This design comes from an exercise in tuning for small area, a short achievable clock period and few clock cycles per item on the open sky130 flow, not from production work. RTL that was checked went through simulation tests only; none was proved equivalent to the original. Only the layout flow was run in runs 2 and 3; the RTL was not checked for function there. No activity file was given, so power comes from the tool's default toggle rates.

`config.mk`:
```
export PLATFORM = sky130hd
export DESIGN_NAME = loeffler_dct_8
export DESIGN_NICKNAME = loeffler_dct_8
export VERILOG_FILES = /design/flow/design.v
export SDC_FILE = /design/flow/constraint.sdc
export NUM_CORES = 4
export LEC_CHECK = 0
export CAP_MARGIN = 20
export CORE_MARGIN = 2
export CORE_UTILIZATION = 60
export CTS_BUF_LIST = sky130_fd_sc_hd__clkbuf_4 sky130_fd_sc_hd__clkbuf_8
export SETUP_SLACK_MARGIN = 4.5
export SLEW_MARGIN = 20
export TNS_END_PERCENT = 5
```
`constraint.sdc`:
```
create_clock -name core_clock -period 8.5 [get_ports {clock}]
set_input_delay 1.7000 -clock core_clock [delete_from_list [all_inputs] [get_ports {clock}]]
set_output_delay 1.7000 -clock core_clock [all_outputs]
set_load 0.01 [all_outputs]
```
`design.v`:
```
`default_nettype none
package dct_pkg;
    typedef logic signed [7:0]  sample_t;     
    typedef logic signed [15:0] word_t;       
    typedef logic        [8:0]  coeff_t;      
    typedef logic        [2:0]  coeff_sel_t;
    typedef logic        [4:0]  spad_addr_t;  
    typedef logic        [5:0]  step_t;
    typedef logic        [2:0]  bin_t;        
    typedef struct packed {
        logic       wr_from_mul;   
        logic       wr_en;
        logic       wr_out;        
        spad_addr_t wr_addr;
        coeff_sel_t coeff_sel;
        logic       op2_from_mul;
        logic       op1_from_mul;
        logic       neg_op2;
        logic       neg_op1;
        logic       latch_op1;
        logic       rd_spad;       
        spad_addr_t rd_addr;
    } ucode_t;
    typedef struct packed {
        logic  valid;
        bin_t  index;
        word_t data;
    } result_t;
endpackage
`default_nettype wire
`default_nettype none
module loeffler_dct_8 (
    input  wire logic    clock,
    input  wire logic    nreset,
    input  wire dct_pkg::sample_t fetch_data,
    output dct_pkg::bin_t         fetch_addr,
    output dct_pkg::result_t      result,
    output logic         frame_done
);
    logic [8:0] p;
    logic       run;                 
    wire  [8:0] np = nreset ? 9'd1 : {p[7:0], p[8]};
    always_ff @(posedge clock) begin
        p <= np;
        if (nreset)
            run <= 1'b0;
        else if (p[8])
            run <= 1'b1;
    end
    assign frame_done = p[8];
    always_comb begin
        fetch_addr = 3'd5;
        if (p[0]) fetch_addr = 3'd0;
        if (p[1]) fetch_addr = 3'd7;
        if (p[2]) fetch_addr = 3'd3;
        if (p[3]) fetch_addr = 3'd4;
        if (p[4]) fetch_addr = 3'd1;
        if (p[5]) fetch_addr = 3'd6;
        if (p[6]) fetch_addr = 3'd2;
    end
    wire signed [7:0] x = fetch_data;
    logic signed [7:0] h;
    logic signed [8:0] k;
    logic signed [8:0] d;
    logic signed [9:0] ea, eb;           
    logic signed [10:0] ev;              
    logic signed [10:0] bq1, bq2;        
    wire esum = p[4] || p[8];
    wire signed [9:0] u1 = 10'(h) + 10'(x) + (esum ? 10'(k) : 10'sd0);
    wire signed [9:0] u3 = 10'(k) - 10'(h) - 10'(x);
    wire signed [8:0] u2 = 9'(h) - 9'(x);
    always_ff @(posedge clock) begin
        h <= x;                          
        if (p[2] || p[6]) k <= u1[8:0];
        if (p[2] || p[4] || p[6] || p[8]) d <= u2;
        if (p[4]) ea <= u1;
        if (esum) eb <= u3;
        if (p[8])
            ev <= 11'(u1);
        else if (p[5])
            ev <= 11'(ea);
        else if (p[6] || p[1])
            ev <= 11'(eb);
        else if (p[3])
            ev <= bq1;
        else if (p[4])
            ev <= bq2;
    end
    logic signed [8:0] op, ow;           
    logic signed [9:0] o0, o1, o2, o3;
    logic oa, ob, c213, c251, c142, c50, c2x, oxs, oys, ok0, ok1, ok2;
    always_ff @(posedge clock) begin
        ok0  <= np[5] || np[0] || np[4] || np[6];
        ok1  <= np[7] || np[0] || np[8] || np[1];
        ok2  <= np[3] || np[5];
        oa   <= np[3] || np[5] || np[7] || np[0];
        ob   <= np[4] || np[6] || np[8] || np[1];
        c213 <= np[3] || np[5];
        c251 <= np[7] || np[0];
        c142 <= np[4] || np[6];
        c50  <= np[8] || np[1];
        c2x  <= np[3] || np[5] || np[8] || np[1];
        oxs  <= np[5] || np[0];          
        oys  <= np[6] || np[1];          
    end
    wire signed [18:0] wd = 19'(d);
    wire signed [18:0] oc = $signed({10'd0, ob, 5'd0, ok2, ok1, ok0});
    wire [18:0] or1 = ({19{oa}} & (wd <<< 8)) | ({19{c142}} & ~(wd <<< 7)) | ({19{c50}} & ~(wd <<< 5));
    wire [18:0] or2 = ({19{c213}} & ~(wd <<< 5)) | ({19{ob}} & ~(wd <<< 4));
    wire [18:0] or3 = ({19{c213}} & ~(wd <<< 3)) | ({19{c251}} & ~(wd <<< 2)) |
                      ({19{c142}} & (wd <<< 1)) | ({19{c50}} & ~(wd <<< 1));
    wire [18:0] or4 = {19{c213}} & ~(wd <<< 1);
    wire [18:0] or5 = {19{oa}} & ~wd;
    wire [18:0] or6 = ({19{oxs}} & ~(19'(ow) <<< 8)) | ({19{oys}} & (19'(op) <<< 8));
    wire signed [18:0] ot =
          $signed(or1) + $signed(or2) + $signed(or3) + $signed(or4) + $signed(or5)
        + $signed(or6) + oc;
    wire signed [9:0] ov = ot[17:8];
    always_ff @(posedge clock) begin
        if (p[3] || p[7]) op <= ov[8:0];
        ow <= ov[8:0];                   
        if (p[5]) o0 <= ov;
        if (p[6]) o3 <= ov;
        if (p[0]) o1 <= ov;
        if (p[1]) o2 <= ov;
    end
    logic signed [8:0]  x91;
    logic signed [9:0]  p139;
    logic signed [10:0] w334;
    logic a91, a139, b91, b334, m362, eA, exy, ex2, ey3, ek0, ek1, ek8;
    always_ff @(posedge clock) begin
        ek0  <= np[6] || np[0] || np[2];
        ek1  <= np[6] || np[7] || np[8] || np[0] || np[2] || np[3];
        ek8  <= np[8] || np[1] || np[3];
        a91  <= np[6] || np[0];
        a139 <= np[7] || np[2];
        b91  <= np[1];
        b334 <= np[8] || np[3];
        m362 <= np[4] || np[5];
        eA   <= np[6] || np[0] || np[7] || np[2];
        exy  <= np[0] || np[1];
        ex2  <= np[2];
        ey3  <= np[3];
    end
    wire signed [19:0] we = 20'(ev);
    wire signed [19:0] ec = $signed({11'd0, ek8, 6'd0, ek1, ek0});
    wire [19:0] er1 = ({20{eA}} & (we <<< 7)) | ({20{b91}} & ~(we <<< 7)) |
                      ({20{b334}} & ~(we <<< 8)) | ({20{m362}} & (we <<< 8));
    wire [19:0] er2 = ({20{a91}} & ~(we <<< 5)) | ({20{a139}} & (we <<< 4)) |
                      ({20{b91}} & (we <<< 5)) | ({20{b334}} & ~(we <<< 6)) | ({20{m362}} & (we <<< 6));
    wire [19:0] er3 = ({20{eA}} & ~(we <<< 2)) | ({20{b91}} & (we <<< 2)) |
                      ({20{b334}} & ~(we <<< 4)) | ({20{m362}} & (we <<< 5));
    wire [19:0] er4 = ({20{eA}} & ~we) | ({20{b91}} & we) | ({20{b334}} & (we <<< 1)) |
                      ({20{m362}} & (we <<< 3));
    wire [19:0] er5 = ({20{exy}} & (20'(x91) <<< 8)) | ({20{ex2}} & ~(20'(w334) <<< 8)) |
                      ({20{ey3}} & (20'(p139) <<< 8)) | ({20{m362}} & (we <<< 1));
    wire signed [19:0] et =
          $signed(er1) + $signed(er2) + $signed(er3) + $signed(er4) + $signed(er5) + ec;
    wire signed [11:0] evr = et[19:8];
    always_ff @(posedge clock) begin
        if (p[6]) x91  <= evr[8:0];
        if (p[7]) p139 <= evr[9:0];
        if (p[8]) w334 <= evr[10:0];
    end
    wire signed [11:0] qa = p[2] ? 12'(o3) : (p[3] || p[4]) ? 12'(o0) : p[5] ? 12'(o1) :
                            p[6] ? 12'(bq1) : 12'(bq2);
    wire signed [11:0] qb = p[2] ? 12'(o1) : (p[3] || p[4]) ? 12'(o2) : p[5] ? 12'(o3) :
                            p[6] ? 12'(bq2) : 12'(bq1);
    wire qn = p[2] || p[3] || p[7];
    wire signed [11:0] qs = qa + (qn ? ~qb : qb) + (qn ? 12'sd1 : 12'sd0);
    always_ff @(posedge clock) begin
        if (p[2] || p[4]) bq1 <= qs[10:0];
        if (p[3] || p[5]) bq2 <= qs[10:0];
    end
    logic signed [11:0] r;
    logic               rvalid;
    logic [2:0]         ridx;
    always_ff @(posedge clock) begin
        if (p[6] || p[7])
            r <= qs;
        else
            r <= evr;
        rvalid <= run && !p[8] && !nreset;
        ridx   <= (p[0] ? 3'd0 : 3'd0) | (p[1] ? 3'd4 : 3'd0) | (p[2] ? 3'd2 : 3'd0) |
                  (p[3] ? 3'd6 : 3'd0) | (p[4] ? 3'd3 : 3'd0) | (p[5] ? 3'd5 : 3'd0) |
                  (p[6] ? 3'd1 : 3'd0) | (p[7] ? 3'd7 : 3'd0);
    end
    assign result.valid = rvalid;
    assign result.index = ridx;
    assign result.data  = 16'(r);
endmodule
`default_nettype wire
```
`run.sh`:
```
#!/bin/bash
# synth_recipe.tcl (not shown) runs the flow's synth.tcl, then flattens the netlist and writes it again
# the make line also repeats each setting of config.mk as NAME=value (left out here)
make -C /OpenROAD-flow-scripts/flow DESIGN_CONFIG=/design/flow/config.mk WORK_HOME=/design/flow/orfs CLKGATE_MAP_FILE= SYNTH_SCRIPT=/design/flow/synth_recipe.tcl finish
```
==> summary.txt, run 1 <==
fmax -> 212 MHz
flops & latches, synth -> 212
Final min period -> 4.72 ns
reg2reg path depth -> 18
Layout Area Growth over Synthesis -> 16.3%
share of the synthesized area in the top cell type -> 28.4%
initial antenna violation count -> 0
total track usage -> 29.3%
crit-path cells -> buf_4 > buf_4 > o21ai_1 > fa_1 > inv_2 > fa_1 > inv_1 > fa_1 > ha_4 > ha_4 > a2111oi_4 > o31ai_2 > o221ai_2 > nand2_1 > a21o_1 > a21o_1 > a21oi_2 > nor4_4
Avg Vias per Cell -> 5.83
number of global-route vias before repair -> 11903
Die Wd -> 167 um
maximum root-to-sink buffer count -> 3
slew margin rel. -> 35.9%
antenna cells -> 0
pre-CTS WS -> 2.97 ns
port bufs -> 33
Worst Hold Launch -> run$_SDFFE_PP0P_
status -> no timing/DRC/antenna violations
worst-margin pin slew -> 0.961 ns
Post-synth EDFFs -> 150
post-synth cell types -> 65
total I/O pin count -> 34
Synth Area per Inst -> 10.2 sq um
Sink Count -> 212
CTS tree -> done
Fin. Hold Viols -> 0
crit path launch type -> flip-flop
first-pass GRT wire length -> 64300 um
number of synthesis warnings -> 1
Leak -> 7.87 nW
gr ovfl total -> 0
dpl cells -> 1869
Main synth FF type -> edfxtp_1
Hold Path Class -> flip-flop to flip-flop
pin count of the biggest net entering global routing -> 74
clock buffer count from CTS -> 38
WL/cell -> 19.9 um
Worst EP required -> 8.76 ns
Final WS setup -> 3.78 ns
fin util -> 70.9%
Synth Instances -> 1562
chip height -> 167 um
number of DRC markers in iteration 0 -> 1082
Residual DRC -> 0
drt first pass iters -> 5
post-synthesis sequential area ratio -> 36.2%
Final Cycle Share -> 55.5%
RR Startpoint -> d[1]$_DFFE_PP_
top cells by area, synth -> edfxtp_1 (28%), fa_1 (18%), ha_1 (8.4%)
core footprint -> 26000 sq um
hold-critical path depth -> 2
# nets final -> 1910
RSZ-0062 raised after global routing -> yes
setup TNS -> 0 ns
post-place instance area -> 16500 sq um
Worst Setup SP -> d[1]$_DFFE_PP_
Setup CP Type -> flip-flop to flip-flop
Root Buffer -> clkbuf_8
overall routed net length -> 40000 um
Clk pin slew, worst setup/hold paths -> 0.06 ns
CP peak stage delay -> 0.54 ns
Filler Cell Count -> 1900
num rows -> 59
worst-skew pair later-pin latency -> 0.55 ns
Multi-input gate area -> 9510 sq um
fin area -> 18400 sq um
most area-hungry cell type in the Yosys netlist -> edfxtp_1
GPL Wtd Cong -> 0.957
fin cells -> 2012
Vias -> 11736
Slew Viols, Final -> 0
Synth Cell Area -> 15900 sq um
Critical Path AT -> 4.98 ns
Power Total -> 6.66 mW
PD cells -> 361 nW/um^2
Final HPWL DP -> 28800 um
Max Clock Skew -> 0.0327 ns
post-detailed-route count of antenna-violating nets -> 0
Initial Util -> 61.0%
Critical Path End Type -> flip-flop
max-cap viol count -> 0
FF+latch area -> 5780 sq um
layout cells sized above 1 -> 17.4%
CP max FO -> 6
final setup fails -> 0
slowest stage cell on the critical path -> fa_1
CTS H-tree lvls -> 2
CP most frequent cell -> fa_1
asr flop ratio synth -> 0%
full die area -> 27700 sq um
hold slack -> 0.450 ns
syn nets -> 1825
VDD IR max -> 0.000328 V
critical path, delay by kind of cell, from the launching register on:
family	cells	cell delay (ns)
AO/OA/AOI/OAI	7	1.35
adder cells (fa/ha/maj)	5	2.07
buffers and inverters	4	0.38
flip-flops	1	0.45
AND/OR/NAND/NOR	2	0.18
layer usage:
layer	part of all wire (%)	GRT usage [%]
met1	44	41.5
met2	47	47.9
met3	6.4	4.02
met4	2.7	8.40
met5	0	0
logic make-up after synthesis:
| family | synth area share, % |
|---|---|
| xor gates and xnor gates | 3.87 |
| DFF | 36.2 |
| and+or+nand+nor | 10.3 |
| AOI/OAI and AO/OA | 12.8 |
| buffers and inverters | 7.34 |
| adders and majority gates | 26.9 |
| muxes | 2.57 |
cell type report:
class | count | area share, %
clock buffer | 52 | 3.54
clock inverter | 18 | 0.909
inverter | 229 | 4.81
multi-input combinational | 1050 | 51.6
sequential | 212 | 31.3
tap | 335 | 2.27
timing repair buffer | 114 | 5.48
timing repair inverter | 2 | 0.0543
report_power, final:
part           internal, mW  switching [mW]  total, mW  leakage [nW]
Sequential             1.75          0.0949       1.85          1.90
Combinational          1.59            2.21       3.80          5.54
Clock                 0.571           0.442       1.01         0.428
timing repair:
| item | CTS | global route |
|---|---|---|
| hold buffers | 0 | 0 |
| cloned | 2 | 0 |
| buffers inserted | 71 | 0 |
| gates resized for setup | 130 | 1 |
| setup endpoints to repair | 115 | 126 |
| pin swaps | 44 | 2 |
Yosys cell counts (6+ instances only):
cell type  instances
ha_1             107
o21ai_1           24
nor2b_1           23
mux2i_1           31
o21a_1            14
o211ai_1          19
xnor2_1           50
or3_1              7
clkbuf_1          51
edfxtp_1         150
a221oi_1           7
nand3_1           13
buf_1             10
xor2_1            20
o21bai_1           9
a211oi_1          18
o21ai_0           44
o2111ai_1         10
nor2_1           119
dfxtp_1           62
a21o_1            13
nand4_1            9
inv_1            227
a21oi_1           96
mux2_2             6
nand2_1          152
nor3_1            12
fa_1             146
a22oi_1           16
nand2b_1          21
worst paths after layout:
kind                     end  slack (ns)
max          o2[7]$_DFFE_PP_        3.78
min           rvalid$_DFF_P_        0.45
max reg2reg  o2[7]$_DFFE_PP_        3.78
min reg2reg   rvalid$_DFF_P_        0.45
flip-flops by register name (all words and copies together), names as in the netlist, 11 cells and up:
register	flops
bq1	11
r	12
ev	11
w334	11
bq2	11
cells in the final DEF, fill, tap and decap left out, drive strengths merged, types with 4 or more instances in the layout:
cell           instances
o221ai                 5
o22ai                  5
o21ai                 68
ha                   107
nand3                 13
or3                    7
inv                  226
a211oi                18
clkinvlp               9
nor2b                 23
nand2                152
mux2i                 31
clkbuf                52
fa                   146
edfxtp               150
a221oi                 7
o21bai                 9
and3                   5
nor3                  12
nand4                  9
mux2                   8
dfxtp                 62
or2                    5
o2111ai               10
a21o                  13
xor2                  20
o211ai                20
clkinv                12
a21oi                 96
xnor2                 50
clkdlybuf4s50         33
buf                   81
nor2                 121
a22oi                 16
o21a                  14
o2111a                 4
nand2b                21
Testbench counts, summed over its fixed seeds: cycles 3,528, frames 384.
==> run 2, diff against run 1 <==
--- a/design.v
+++ b/design.v
@@ -60,27 +60,29 @@
     end
     wire signed [7:0] x = fetch_data;
     logic signed [7:0] h;
-    logic signed [8:0] k;
+    logic signed [9:0] k;                
     logic signed [8:0] d;
-    logic signed [9:0] ea, eb;           
+    logic signed [9:0] ea;               
     logic signed [10:0] ev;              
     logic signed [10:0] bq1, bq2;        
     wire esum = p[4] || p[8];
-    wire signed [9:0] u1 = 10'(h) + 10'(x) + (esum ? 10'(k) : 10'sd0);
-    wire signed [9:0] u3 = 10'(k) - 10'(h) - 10'(x);
+    wire signed [9:0] u1 = 10'(h) + 10'(x) + (esum ? k : 10'sd0);
+    wire signed [9:0] u3 = k - 10'(h) - 10'(x);
     wire signed [8:0] u2 = 9'(h) - 9'(x);
     always_ff @(posedge clock) begin
         h <= x;                          
-        if (p[2] || p[6]) k <= u1[8:0];
+        if (p[2] || p[6])
+            k <= u1;
+        else if (esum)
+            k <= u3;
         if (p[2] || p[4] || p[6] || p[8]) d <= u2;
-        if (p[4]) ea <= u1;
-        if (esum) eb <= u3;
+        ea <= u1;                        
         if (p[8])
             ev <= 11'(u1);
         else if (p[5])
             ev <= 11'(ea);
         else if (p[6] || p[1])
-            ev <= 11'(eb);
+            ev <= 11'(k);
         else if (p[3])
             ev <= bq1;
         else if (p[4])
--- a/config.mk
+++ b/config.mk
@@ -8,7 +8,6 @@
 export CAP_MARGIN = 20
 export CORE_MARGIN = 2
 export CORE_UTILIZATION = 60
-export CTS_BUF_LIST = sky130_fd_sc_hd__clkbuf_4 sky130_fd_sc_hd__clkbuf_8
 export SETUP_SLACK_MARGIN = 4.5
 export SLEW_MARGIN = 20
 export TNS_END_PERCENT = 5
==> run 2 against run 1 <==
  * Register-to-register slack worse by 0.24 ns
  * Clock-buffer cell count decreased by 26
  * Synthesized cell count is 0.70% higher
  * Worst setup slack worse by 0.24 ns
  * Clock power barely moved
  * Hold slack got worse by 0.021 ns
==> summary.txt, run 2 <==
Clk pin slew, worst setup/hold paths -> 0.06 ns (about the same)
number of global-route vias before repair -> 11560 (was 11903)
crit-path cells -> buf_6 > buf_6 > a222oi_1 > fa_1 > inv_2 > fa_1 > fa_2 > ha_4 > ha_4 > a21o_1 > a21o_1 > a21o_1 > a31oi_4 > o21ai_2 > o21a_1 > nor2_2 > xnor2_2 (was buf_4 > buf_4 > o21ai_1 > fa_1 > inv_2 > fa_1 > inv_1 > fa_1 > ha_4 > ha_4 > a2111oi_4 > o31ai_2 > o221ai_2 > nand2_1 > a21o_1 > a21o_1 > a21oi_2 > nor4_4)
GPL Wtd Cong -> 0.912 (was 0.957)
fmax -> 202 MHz (was 212 MHz)
dpl cells -> 1871 (was 1869)
Leak -> 7.82 nW (was 7.87 nW)
maximum root-to-sink buffer count -> 3 (unchanged)
core footprint -> 25300 sq um (was 26000 sq um)
Post-synth EDFFs -> 131 (was 150)
reg-to-reg setup timing slack -> 3.54 ns (was 3.78 ns)
Critical Path AT -> 5.21 ns (was 4.98 ns)
setup TNS -> 0 ns (unchanged)
cell-internal power -> 3.90 mW (was 3.91 mW)
first-pass GRT wire length -> 62600 um (was 64300 um)
Sw Share -> 40.9% (was 41.3%)
worst-skew pair later-pin latency -> 0.52 ns (was 0.55 ns)
reg2reg path depth -> 17 (was 18)
final setup fails -> 0 (unchanged)
status -> no timing/DRC/antenna violations (unchanged)
FF-to-FF End -> o1[9]$_DFFE_PP_ (was o2[7]$_DFFE_PP_)
Worst Setup SP -> d[1]$_DFFE_PP_ (unchanged)
met2 Usage GRT -> 47.9% (about the same)
PD cells -> 367 nW/um^2 (was 361 nW/um^2)
fin area -> 18000 sq um (was 18400 sq um)
num rows -> 58 (was 59)
CP most frequent cell -> a21o_1 (was fa_1)
count leader, synth -> inv_1 (unchanged)
max reg flops -> 12 (unchanged)
post-place instance area -> 16200 sq um (was 16500 sq um)
pin count of the biggest net entering global routing -> 49 (was 74)
Fin. Hold Viols -> 0 (unchanged)
Synth Cell Area -> 15600 sq um (was 15900 sq um)
antenna cells -> 0 (unchanged)
top cells by area, synth -> edfxtp_1 (25%), fa_1 (19%), dfxtp_1 (9.2%) (was edfxtp_1 (28%), fa_1 (18%), ha_1 (8.4%))
Hold Path Class -> flip-flop to flip-flop (unchanged)
sequential power share -> 27.4% (was 27.8%)
hold-critical path depth -> 2 (unchanged)
Layout Area Growth over Synthesis -> 15.6% (was 16.3%)
CTS H-tree lvls -> 1 (was 2)
slowest stage cell on the critical path -> fa_2 (was fa_1)
RR Startpoint -> d[1]$_DFFE_PP_ (unchanged)
CTS Hold Bufs -> 0 (unchanged)
share of the synthesized area in the top cell type -> 25.2% (was 28.4%)
Setup CP Type -> flip-flop to flip-flop (unchanged)
Root Buffer -> clkbuf_16 (was clkbuf_8)
combinational share of power -> 57.5% (was 57.0%)
Die Wd -> 165 um (was 167 um)
hold slack -> 0.429 ns (was 0.450 ns)
initial antenna violation count -> 4 (was 0)
Avg Vias per Cell -> 5.86 (was 5.83)
clock buffer count from CTS -> 23 (was 38)
CTS tree -> done (unchanged)
Residual DRC -> 0 (unchanged)
slew margin rel. -> 41.5% (was 35.9%)
global route hottest layer -> met2 (unchanged)
Final min period -> 4.96 ns (was 4.72 ns)
Synth Area per Inst -> 9.91 sq um (was 10.2 sq um)
overall routed net length -> 40200 um (was 40000 um)
Top reg by flops -> r (unchanged)
RSZ-0062 raised after global routing -> yes (unchanged)
Power Total -> 6.61 mW (was 6.66 mW)
Worst EP required -> 8.76 ns (about the same)
top post-synthesis cells by count -> inv_1 (219), fa_1 (146), nand2_1 (145), edfxtp_1 (131), nor2_1 (128) (was inv_1 (227), nand2_1 (152), edfxtp_1 (150), fa_1 (146), nor2_1 (119))
Slew Viols, Final -> 0 (unchanged)
asr flop ratio synth -> 0% (unchanged)
syn nets -> 1836 (was 1825)
WL/cell -> 20.3 um (was 19.9 um)
crit path launch type -> flip-flop (unchanged)
fin cells -> 1978 (was 2012)
switching component of the power -> 2.71 mW (was 2.75 mW)
hold endpoint -> rvalid$_DFF_P_ (unchanged)
post-detailed-route count of antenna-violating nets -> 0 (unchanged)
pre-CTS WS -> 2.90 ns (was 2.97 ns)
total I/O pin count -> 34 (unchanged)
CP max FO -> 4 (was 6)
number of DRC markers in iteration 0 -> 970 (was 1082)
Final HPWL DP -> 30100 um (was 28800 um)
Max Clock Skew -> 0.0235 ns (was 0.0327 ns)
drt first pass iters -> 6 (was 5)
port bufs -> 33 (unchanged)
Main synth FF type -> edfxtp_1 (unchanged)
Worst Hold Launch -> run$_SDFFE_PP0P_ (unchanged)
worst-margin pin slew -> 0.877 ns (was 0.961 ns)
Initial Util -> 61.5% (was 61.0%)
post-synth cell types -> 62 (was 65)
GR Util met3 -> 4.75% (was 4.02%)
Final WS setup -> 3.54 ns (was 3.78 ns)
layout cells sized above 1 -> 14.7% (was 17.4%)
most area-hungry cell type in the Yosys netlist -> edfxtp_1 (unchanged)
total track usage -> 30.4% (was 29.3%)
Clock power frac -> 15.1% (was 15.2%)
VDD IR max -> 0.000473 V (was 0.000328 V)
Critical Path End Type -> flip-flop (unchanged)
Sink Count -> 203 (was 212)
fin util -> 71.2% (was 70.9%)
flops & latches, synth -> 203 (was 212)
max-cap viol count -> 0 (unchanged)
Synth Instances -> 1573 (was 1562)
# nets final -> 1894 (was 1910)
most common cell after layout, fill and taps aside -> inv_1 (unchanged)
post-synthesis sequential area ratio -> 34.5% (was 36.2%)
Final Cycle Share -> 58.3% (was 55.5%)
commonest non-fill, non-tap cells in the layout -> inv_1 (202), fa_1 (138), nand2_1 (137), edfxtp_1 (131), nor2_1 (120) (was inv_1 (207), edfxtp_1 (150), fa_1 (141), nand2_1 (139), nor2_1 (112))
gr ovfl total -> 0 (unchanged)
full die area -> 27300 sq um (was 27700 sq um)
number of synthesis warnings -> 1 (unchanged)
met1 usage -> 43.4% (was 41.5%)
CP peak stage delay -> 0.59 ns (was 0.54 ns)
chip height -> 165 um (was 167 um)
Vias -> 11586 (was 11736)
## run 2: cells by family (layout without fill, tap and decap cells)
| kind of cell | Yosys count | count (layout) | synth area share (%) |
|---|---|---|---|
| AND/OR/NAND/NOR | 380 | 380 | 10.7 |
| flip-flops | 203 | 203 | 34.5 |
| multiplexers | 50 | 50 | 3.28 |
| XOR/XNOR | 73 | 73 | 4.10 |
| AO/OA/AOI/OAI | 317 | 317 | 12.8 |
| adder cells (fa/ha/maj) | 253 | 253 | 27.3 |
| buffers and inverters | 297 | 372 | 7.30 |
## run 2: power by group through the flow
stage	Clock, mW	Sequential [mW]	Combinational, mW
3_5_place_dp	0	1.84	3.20
2_1_floorplan	0	1.79	2.29
6_report	0.996	1.81	3.80
4_1_cts	1.01	1.81	3.52
5_1_grt	1.05	1.83	4.21
3_3_place_gp	0	1.84	3.13
## run 2: what timing repair did
action | CTS | global route
pin swaps | 23 | 38
resized for setup | 75 | 54
gates cloned | 1 | 0
setup endpoints to repair | 118 | 129
setup buffers | 51 | 13
## run 2: area by class of cell
class | instances | area (sq um)
clock buffer | 26 | 617
fill | 1957 | 7300
tap | 330 | 413
timing repair inverter | 1 | 5.00
clock inverter | 16 | 149
timing repair buffer | 105 | 930
inverter | 224 | 882
multi-input combinational | 1073 | 9620
sequential | 203 | 5410
## run 2: how the worst max path moves through the flow
| stage | to | slack [ns] | cells after the start |
|---|---|---|---|
| floorplan | o0[9]$_DFFE_PP_ | 3.99 | 18 |
| finish | o1[9]$_DFFE_PP_ | 3.54 | 17 |
| global placement | o0[4]$_DFFE_PP_ | 2.84 | 17 |
| CTS | o1[9]$_DFFE_PP_ | 3.69 | 17 |
| detailed placement | o0[4]$_DFFE_PP_ | 2.90 | 17 |
| global route | o1[9]$_DFFE_PP_ | 3.43 | 18 |
## run 2: worst max-delay path, delay by kind of cell (launching register included)
family                   cells  cell delay (ns)
flip-flops                   1             0.49
AND/OR/NAND/NOR              1             0.18
XOR/XNOR                     1             0.11
AO/OA/AOI/OAI                7             1.60
buffers and inverters        3             0.37
adder cells (fa/ha/maj)      5             1.94
## run 2: metal layers
metal  vias up  part of all wire, %
met3        89                  7.9
met4         2                  3.3
li1       5399                    -
met1      5631                   43
met2       465                   45
met5         -                0.032
==> run 3, diff against run 2 <==
--- a/config.mk
+++ b/config.mk
@@ -8,6 +8,7 @@
 export CAP_MARGIN = 20
 export CORE_MARGIN = 2
 export CORE_UTILIZATION = 60
+export CTS_BUF_LIST = sky130_fd_sc_hd__clkbuf_4 sky130_fd_sc_hd__clkbuf_8
 export SETUP_SLACK_MARGIN = 4.5
 export SLEW_MARGIN = 20
 export TNS_END_PERCENT = 5
==> run 3 against run 2 <==
  * Via count decreased by 0.10%
  * Core utilization up 0.21 points
  * Total power grew 1.1%
  * Critical endpoint unchanged
  * Combinational power hardly changed
  * Clock power is 8% higher
  * Sequential cell count is the same
  * Hold slack is essentially flat
  * Final cell count is 1.0% higher
  * Register-to-register slack improved by 0.10 ns
  * Global-route usage rose by 0.34 points
  * Die area unchanged
  * Critical path depth decreased by 1
==> summary.txt, run 3 <==
overall routed net length -> 40600 um (was 40200 um)
CTS tree -> done (unchanged)
cell-internal power -> 3.96 mW (was 3.90 mW)
first-pass GRT wire length -> 63000 um (was 62600 um)
Worst Setup SP -> d[5]$_DFFE_PP_ (was d[1]$_DFFE_PP_)
number of DRC markers in iteration 0 -> 979 (was 970)
chip height -> 165 um (unchanged)
Top reg by flops -> r (unchanged)
reg-to-reg setup timing slack -> 3.65 ns (was 3.54 ns)
drt first pass iters -> 6 (unchanged)
count leader, synth -> inv_1 (unchanged)
Clock power frac -> 16.1% (was 15.1%)
fmax -> 206 MHz (was 202 MHz)
worst-margin pin slew -> 0.876 ns (was 0.877 ns)
number of global-route vias before repair -> 11710 (was 11560)
core footprint -> 25300 sq um (unchanged)
Residual DRC -> 0 (unchanged)
clock buffer count from CTS -> 37 (was 23)
WL/cell -> 20.3 um (about the same)
total track usage -> 30.7% (was 30.4%)
most area-hungry cell type in the Yosys netlist -> edfxtp_1 (unchanged)
max-cap viol count -> 0 (unchanged)
switching component of the power -> 2.72 mW (was 2.71 mW)
Worst EP required -> 8.77 ns (was 8.76 ns)
post-place instance area -> 16200 sq um (unchanged)
Root Buffer -> clkbuf_8 (was clkbuf_16)
total I/O pin count -> 34 (unchanged)
setup TNS -> 0 ns (unchanged)
crit path launch type -> flip-flop (unchanged)
Critical Path AT -> 5.12 ns (was 5.21 ns)
post-detailed-route count of antenna-violating nets -> 0 (unchanged)
syn nets -> 1836 (unchanged)
asr flop ratio synth -> 0% (unchanged)
flops & latches, synth -> 203 (unchanged)
Final HPWL DP -> 30100 um (unchanged)
worst-skew pair later-pin latency -> 0.53 ns (was 0.52 ns)
Max Clock Skew -> 0.0220 ns (was 0.0235 ns)
commonest non-fill, non-tap cells in the layout -> inv_1 (203), fa_1 (140), nand2_1 (134), edfxtp_1 (131), nor2_1 (120) (was inv_1 (202), fa_1 (138), nand2_1 (137), edfxtp_1 (131), nor2_1 (120))
PD cells -> 370 nW/um^2 (was 367 nW/um^2)
Synth Cell Area -> 15600 sq um (unchanged)
slew margin rel. -> 41.5% (about the same)
port bufs -> 33 (unchanged)
Critical Path End Type -> flip-flop (unchanged)
CTS H-tree lvls -> 2 (was 1)
Initial Util -> 61.5% (unchanged)
pin count of the biggest net entering global routing -> 49 (unchanged)
Main synth FF type -> edfxtp_1 (unchanged)
Avg Vias per Cell -> 5.79 (was 5.86)
CP max FO -> 4 (unchanged)
Sink Count -> 203 (unchanged)
FF-to-FF End -> o1[9]$_DFFE_PP_ (unchanged)
gr ovfl total -> 0 (unchanged)
post-synth cell types -> 62 (unchanged)
Setup CP Type -> flip-flop to flip-flop (unchanged)
sequential power share -> 27.1% (was 27.4%)
layout cells sized above 1 -> 15.8% (was 14.7%)
Sw Share -> 40.7% (was 40.9%)
most common cell after layout, fill and taps aside -> inv_1 (unchanged)
VDD IR max -> 0.000465 V (was 0.000473 V)
Layout Area Growth over Synthesis -> 16.0% (was 15.6%)
initial antenna violation count -> 4 (unchanged)
share of the synthesized area in the top cell type -> 25.2% (unchanged)
final setup fails -> 0 (unchanged)
Power Total -> 6.68 mW (was 6.61 mW)
maximum root-to-sink buffer count -> 3 (unchanged)
Slew Viols, Final -> 0 (unchanged)
top post-synthesis cells by count -> inv_1 (219), fa_1 (146), nand2_1 (145), edfxtp_1 (131), nor2_1 (128) (unchanged)
worst setup path end -> o1[9]$_DFFE_PP_ (unchanged)
Synth Area per Inst -> 9.91 sq um (unchanged)
fin area -> 18100 sq um (was 18000 sq um)
Final min period -> 4.85 ns (was 4.96 ns)
Leak -> 7.88 nW (was 7.82 nW)
reg2reg path depth -> 16 (was 17)
post-synthesis sequential area ratio -> 34.5% (unchanged)
GPL Wtd Cong -> 0.912 (unchanged)
Post-synth EDFFs -> 131 (unchanged)
top cells by area, synth -> edfxtp_1 (25%), fa_1 (19%), dfxtp_1 (9.2%) (unchanged)
full die area -> 27300 sq um (unchanged)
Vias -> 11574 (was 11586)
number of synthesis warnings -> 1 (unchanged)
Die Wd -> 165 um (unchanged)
Fin. Hold Viols -> 0 (unchanged)
Clk pin slew, worst setup/hold paths -> 0.06 ns (about the same)
# nets final -> 1901 (was 1894)
RR Startpoint -> d[5]$_DFFE_PP_ (was d[1]$_DFFE_PP_)
RSZ-0062 raised after global routing -> yes (unchanged)
Final Cycle Share -> 57.1% (was 58.3%)
Synth Instances -> 1573 (unchanged)
status -> no timing/DRC/antenna violations (unchanged)
Hold Path Class -> flip-flop to flip-flop (unchanged)
max reg flops -> 12 (unchanged)
combinational share of power -> 56.8% (was 57.5%)
num rows -> 58 (unchanged)
-- run 3: worst min-delay path by stage --
stage,from,end,slack (ns),cells after the start
6_report,run$_SDFFE_PP0P_,rvalid$_DFF_P_,0.43,2
5_1_grt,run$_SDFFE_PP0P_,rvalid$_DFF_P_,0.48,2
4_1_cts,run$_SDFFE_PP0P_,rvalid$_DFF_P_,0.43,2
3_5_place_dp,run$_SDFFE_PP0P_,rvalid$_DFF_P_,0.42,2
3_3_place_gp,run$_SDFFE_PP0P_,rvalid$_DFF_P_,0.42,2
2_1_floorplan,run$_SDFFE_PP0P_,rvalid$_DFF_P_,0.41,2
-- run 3: cell type report --
type	count	area [sq um]
repair inverters	1	5.00
well taps	330	413
flip-flops and latches	203	5410
multi-input cells	1073	9610
clock inverters	10	153
inverters	224	885
fillers	1946	7250
diodes	1	2.50
repair buffers	98	875
clock buffers	58	723
-- run 3: what timing repair did --
action | 4_1_cts | 5_1_grt
hold endpoints to repair | 0 | 0
gates resized for setup | 80 | 46
pin swaps | 32 | 24
endpoints found under the setup margin | 117 | 129
cloned | 1 | 0
hold buffers | 0 | 0
buffers inserted | 43 | 14
-- run 3: cell families (layout without fill, tap and decap cells) --
family	after synthesis	in the layout	share of synthesized area (%)
AO/OA/AOI/OAI	317	317	12.8
multiplexers	50	50	3.28
other	0	1	0
buffers and inverters	297	391	7.30
XOR/XNOR	73	73	4.10
AND/OR/NAND/NOR	380	380	10.7
adder cells (fa/ha/maj)	253	253	27.3
flip-flops	203	203	34.5
-- run 3: worst max-delay path: stages (launching register included) --
cell and delay (ns):
edfxtp_1 0.46, buf_6 0.16, a221oi_4 0.30, fa_1 0.48, fa_1 0.49, inv_1 0.05, fa_1 0.44, ha_1 0.34
ha_4 0.23, a21o_1 0.22, a2111oi_4 0.30, a21bo_4 0.30, a31oi_4 0.24, o21ai_2 0.09, o21a_1 0.22, nor2_2 0.17
xnor2_2 0.11
-- run 3: per-stage QoR --
stage	instances	hold slack [ns]	setup WS (ns)	util, %
2_1_floorplan	1573	0.409	3.99	-
3_3_place_gp	1871	0.416	2.84	64.1
4_1_cts	1983	0.431	3.72	70.1
6_report	1998	0.428	3.65	71.4
3_5_place_dp	1871	0.422	2.90	64.1
5_1_grt	1997	0.480	3.49	71.4
-- run 3: power groups by stage --
stage	clock network [mW]	registers (mW)	logic (mW)
2_1_floorplan	0	1.79	2.29
3_3_place_gp	0	1.84	3.13
3_5_place_dp	0	1.84	3.20
4_1_cts	1.09	1.81	3.57
5_1_grt	1.13	1.83	4.20
6_report	1.08	1.81	3.80
-- run 3: per-layer routing --
layer,part of all wire (%),vias to the layer above,global-route usage [%]
met4,3.2,0,11.5
met3,7.3,88,4.90
li1,-,5409,-
met1,44,5632,43.4
met5,0,-,0
met2,45,445,48.0

[what the ideal ports hide]
No port has a modelled driver above. Below, the same layouts with a new extraction and two added sets of constraints. Step 1 sets driving cells, clkbuf_16 on the clock port and buf_2 on the other inputs (assumed; they add their load-dependent delay and slew). Step 2 adds t to the input delays and takes it off the output delays; t is the mean of the earliest and latest rising clock arrival at the registers after step 1. Input paths then give back, and output paths get back, about the clock's delay inside the block. Three values: ideal ports, drivers, drivers and shift; two values: the first two.
| run | t (ns) | slack for setup (ns) | worst setup path at the end | worst register clock-pin slew, ns |
|---|---|---|---|---|
| run 1 | 0.581 | 3.780 / 3.780 / 3.355 | input to register | 0.07 / 0.07 |
| run 2 | 0.562 | 3.544 / 3.544 / 3.417 | input to register | 0.07 / 0.07 |
| run 3 | 0.566 | 3.645 / 3.645 / 3.396 | input to register | 0.06 / 0.06 |
After both steps every run listed still meets setup and hold. The setup slack of run 1, which loses most, moves by 0.000 ns with the drivers and by -0.425 ns with both steps.
